Background: an optimization exercise with open tools, aiming at small area. Do not read the settings as production practice. The RTL was checked by simulation tests, not by an equivalence proof against the original design. Power figures rest on the tool's default switching activity, not on a simulated workload. The flow treats the clock pin as an ideal source, which a real chip does not have.

==> inputs of trial 74 <==
==> flow/design.v <==
module fft32_frame_loader #(
    parameter  int DW  = 34,
    parameter  int NPT = 32,
    localparam int FW  = NPT * DW
) (
    input  logic          sys_clk,
    input  logic          sys_rst_n,
    input  logic [DW-1:0] s_data,
    input  logic          s_valid,
    input  logic          s_last,
    output logic          s_ready,
    output logic [FW-1:0] m_data,
    output logic          m_valid,
    input  logic          m_ready,
    output logic          frame_err,
    output logic [15:0]   frame_cnt
);
    localparam int IDXW = $clog2(NPT);
    logic [FW-1:0]   fill_r;
    logic [FW-1:0]   pres_r;
    logic [FW-1:0]   fill_d;
    logic [IDXW-1:0] wr_idx_r;
    logic            one_r;      
    logic            two_r;      
    logic            frame_err_r;
    logic [15:0]     frame_cnt_r;
    logic            accept_s;
    logic            last_slot_s;
    logic            commit_s;
    logic            early_s;
    assign accept_s    = s_valid && !two_r;
    assign last_slot_s = (wr_idx_r == IDXW'(NPT - 1));
    assign commit_s    = accept_s && last_slot_s;
    assign early_s     = accept_s && s_last && !last_slot_s;
    assign fill_d = accept_s ? {s_data, fill_r[FW-1:DW]} : fill_r;
    always_ff @(posedge sys_clk) begin
        fill_r <= fill_d;
        if (!one_r || m_ready) begin
            pres_r <= fill_d;
        end
    end
    always_ff @(posedge sys_clk or negedge sys_rst_n) begin
        if (!sys_rst_n) begin
            wr_idx_r    <= '0;
            one_r       <= 1'b0;
            two_r       <= 1'b0;
            frame_err_r <= 1'b0;
            frame_cnt_r <= 16'd0;
        end else begin
            one_r       <= commit_s || two_r || (one_r && !m_ready);
            two_r       <= two_r ? !m_ready : (one_r && commit_s && !m_ready);
            frame_err_r <= (commit_s && !s_last) || early_s;
            if (commit_s) begin
                wr_idx_r    <= '0;
                frame_cnt_r <= frame_cnt_r + 16'd1;
            end else if (early_s) begin
                wr_idx_r    <= '0;
            end else if (accept_s) begin
                wr_idx_r    <= wr_idx_r + IDXW'(1);
            end
        end
    end
    assign s_ready   = !two_r;
    assign m_valid   = one_r;
    assign m_data    = pres_r;
    assign frame_err = frame_err_r;
    assign frame_cnt = frame_cnt_r;
endmodule
==> flow/run.sh <==
#!/bin/bash
# synth_recipe.tcl (not shown) runs the flow's synth.tcl, then flattens the netlist and writes it again
# the make line also repeats each setting of config.mk as NAME=value (left out here)
make -C /OpenROAD-flow-scripts/flow DESIGN_CONFIG=/design/flow/config.mk WORK_HOME=/design/flow/orfs CLKGATE_MAP_FILE= SYNTH_SCRIPT=/design/flow/synth_recipe.tcl finish
==> flow/config.mk <==
export PLATFORM = sky130hd
export DESIGN_NAME = fft32_frame_loader
export DESIGN_NICKNAME = fft32_frame_loader
export VERILOG_FILES = /design/flow/design.v
export SDC_FILE = /design/flow/constraint.sdc
export NUM_CORES = 4
export LEC_CHECK = 0
export CAP_MARGIN = 20
export CORE_MARGIN = 2
export CORE_UTILIZATION = 40
export PLACE_DENSITY = 0.6
export SLEW_MARGIN = 20
==> flow/constraint.sdc <==
create_clock -name core_clock -period 5.0 [get_ports {sys_clk}]
set_input_delay 1.0000 -clock core_clock [delete_from_list [all_inputs] [get_ports {sys_clk}]]
set_output_delay 1.0000 -clock core_clock [all_outputs]
set_load 0.01 [all_outputs]
==> build 77 (differences from trial 74) <==
--- a/flow/design.v
+++ b/flow/design.v
@@ -16,9 +16,10 @@
     output logic [15:0]   frame_cnt
 );
     localparam int IDXW = $clog2(NPT);
-    logic [FW-1:0]   fill_r;
+    localparam int SW   = FW - DW;
+    logic [SW-1:0]   fill_r;
+    logic [DW-1:0]   last_r;
     logic [FW-1:0]   pres_r;
-    logic [FW-1:0]   fill_d;
     logic [IDXW-1:0] wr_idx_r;
     logic            one_r;      
     logic            two_r;      
@@ -32,11 +33,15 @@
     assign last_slot_s = (wr_idx_r == IDXW'(NPT - 1));
     assign commit_s    = accept_s && last_slot_s;
     assign early_s     = accept_s && s_last && !last_slot_s;
-    assign fill_d = accept_s ? {s_data, fill_r[FW-1:DW]} : fill_r;
     always_ff @(posedge sys_clk) begin
-        fill_r <= fill_d;
+        if (accept_s && !last_slot_s) begin
+            fill_r <= {s_data, fill_r[SW-1:DW]};
+        end
+        if (commit_s) begin
+            last_r <= s_data;
+        end
         if (!one_r || m_ready) begin
-            pres_r <= fill_d;
+            pres_r <= {(two_r ? last_r : s_data), fill_r};
         end
     end
     always_ff @(posedge sys_clk or negedge sys_rst_n) begin
==> flow/flow/run.sh (new file) <==
#!/bin/bash
# Standard ORFS layout; only the port buffer cell and the CTS options differ.
set -euo pipefail
export BUFFER_PORTS_ARGS="-buffer_cell sky130_fd_sc_hd__buf_1"
export CTS_ARGS="-sink_clustering_enable -repair_clock_nets -dont_use_dummy_load -buf_list sky130_fd_sc_hd__clkbuf_16 -sink_clustering_size 32 -sink_clustering_max_diameter 80"
bash standard.sh > standard.log 2>&1
==> flow/standard.sh (new file) <==
#!/bin/bash
# synth_recipe.tcl (not shown) runs the flow's synth.tcl, then flattens the netlist and writes it again
# the make line also repeats each setting of config.mk as NAME=value (left out here)
make -C /OpenROAD-flow-scripts/flow DESIGN_CONFIG=/design/flow/config.mk WORK_HOME=/design/flow/orfs CLKGATE_MAP_FILE= SYNTH_SCRIPT=/design/flow/synth_recipe.tcl "${@:-finish}"
- CORE_UTILIZATION: 40 -> 60
- PLACE_DENSITY: 0.6 -> 0.7
removed: flow/run.sh
==> build 43 (differences from trial 74) <==
--- a/flow/design.v
+++ b/flow/design.v
@@ -16,9 +16,10 @@
     output logic [15:0]   frame_cnt
 );
     localparam int IDXW = $clog2(NPT);
-    logic [FW-1:0]   fill_r;
+    localparam int SW   = FW - DW;
+    logic [SW-1:0]   fill_r;
+    logic [DW-1:0]   last_r;
     logic [FW-1:0]   pres_r;
-    logic [FW-1:0]   fill_d;
     logic [IDXW-1:0] wr_idx_r;
     logic            one_r;      
     logic            two_r;      
@@ -32,11 +33,15 @@
     assign last_slot_s = (wr_idx_r == IDXW'(NPT - 1));
     assign commit_s    = accept_s && last_slot_s;
     assign early_s     = accept_s && s_last && !last_slot_s;
-    assign fill_d = accept_s ? {s_data, fill_r[FW-1:DW]} : fill_r;
     always_ff @(posedge sys_clk) begin
-        fill_r <= fill_d;
+        if (accept_s && !last_slot_s) begin
+            fill_r <= {s_data, fill_r[SW-1:DW]};
+        end
+        if (commit_s) begin
+            last_r <= s_data;
+        end
         if (!one_r || m_ready) begin
-            pres_r <= fill_d;
+            pres_r <= {(two_r ? last_r : s_data), fill_r};
         end
     end
     always_ff @(posedge sys_clk or negedge sys_rst_n) begin
==> flow/flow/run.sh (new file) <==
#!/bin/bash
# Standard ORFS layout; only the port buffer cell and the CTS options differ.
set -euo pipefail
export BUFFER_PORTS_ARGS="-buffer_cell sky130_fd_sc_hd__buf_1"
export CTS_ARGS="-sink_clustering_enable -repair_clock_nets -dont_use_dummy_load -buf_list {sky130_fd_sc_hd__clkbuf_4 sky130_fd_sc_hd__clkbuf_8 sky130_fd_sc_hd__clkbuf_16} -sink_clustering_size 25 -sink_clustering_max_diameter 100"
bash standard.sh > standard.log 2>&1
==> flow/standard.sh (new file) <==
#!/bin/bash
# synth_recipe.tcl (not shown) runs the flow's synth.tcl, then flattens the netlist and writes it again
# the make line also repeats each setting of config.mk as NAME=value (left out here)
make -C /OpenROAD-flow-scripts/flow DESIGN_CONFIG=/design/flow/config.mk WORK_HOME=/design/flow/orfs CLKGATE_MAP_FILE= SYNTH_SCRIPT=/design/flow/synth_recipe.tcl "${@:-finish}"
removed: flow/run.sh
==> comparison table <==
Run status: build 77 complete, no violations; build 43 complete, no violations; trial 74 complete, no violations
Tightest slew margin relative to the limit: build 77 32.8%; build 43 31.9%; trial 74 23.0%
Number of filler instances in the final layout: build 77 6682; build 43 13800; trial 74 14700
Cell variety after synth: build 77 29; build 43 29; trial 74 28
Area share of buffers outside the clock network: build 77 6.65%; build 43 6.48%; trial 74 13.8%
Clk. pwr: build 77 7.60 mW; build 43 8.57 mW; trial 74 16.5 mW
Max FFs per register: build 77 1088; build 43 1088; trial 74 -
Width of the chip: build 77 338 um; build 43 413 um; trial 74 419 um
Syn avg cell area: build 77 29.0 sq um; build 43 29.0 sq um; trial 74 11.9 sq um
Clock latency reported for the late side of the worst-skew pair: build 77 0.69 ns; build 43 0.71 ns; trial 74 0.86 ns
Relative contribution of the clock network to total power: build 77 24.9%; build 43 27.3%; trial 74 36.2%
Total power of the final layout: build 77 30.5 mW; build 43 31.4 mW; trial 74 45.7 mW
Total buffers and inverters traversed by the critical path: build 77 2; build 43 2; trial 74 1
Data arrival at the endpoint of the critical path: build 77 3.16 ns; build 43 3.16 ns; trial 74 2.01 ns
Area fraction in compound gates after synthesis: build 77 0.0842%; build 43 0.0842%; trial 74 0.0744%
Most frequently used cell type in the post-synthesis netlist: build 77 edfxtp_1; build 43 edfxtp_1; trial 74 nand2_1
Global routing usage on met2: build 77 45.6%; build 43 27.2%; trial 74 38.9%
Final core utilization: build 77 68.4%; build 43 46.3%; trial 74 52.8%
Final standard cell area without fillers: build 77 0.0757 sq mm; build 43 0.0771 sq mm; trial 74 0.0905 sq mm
Post-synthesis mux area share: build 77 0.589%; build 43 0.589%; trial 74 0.0327%

what the ideal ports hide:
Ports are ideal in the flow. The routed layouts listed here were re-timed in OpenROAD. Step 1 (the two cells are an assumption about what drives the block):
set clk [get_ports {sys_clk}]
set_driving_cell -lib_cell sky130_fd_sc_hd__clkbuf_16 $clk
set_driving_cell -lib_cell sky130_fd_sc_hd__buf_2 [delete_from_list [all_inputs] $clk]
Step 2, shift: input delay + t, output delay - t, t = (earliest + latest rising clock arrival at the registers) / 2. This alone moves slack from input paths to output paths. a / b / c = ideal / step 1 / step 2; a / b = the first two.
run | shift t [ns] | setup WS [ns] | worst setup path at the end | clock arrival spread, ns | cell pins on the clock port's net
trial 74 | 0.938 | 1.986 / 1.898 / 1.472 | input to register | 0.035 / 0.035 | 1
build 77 | 0.738 | 2.189 / 2.164 / 1.927 | input to register | 0.072 / 0.072 | 1
build 43 | 0.754 | 2.138 / 2.138 / 1.851 | input to register | 0.136 / 0.137 | 1
After both steps every run listed still meets setup and hold. The setup slack of trial 74, which loses most, moves by -0.088 ns with the drivers and by -0.514 ns with both steps.
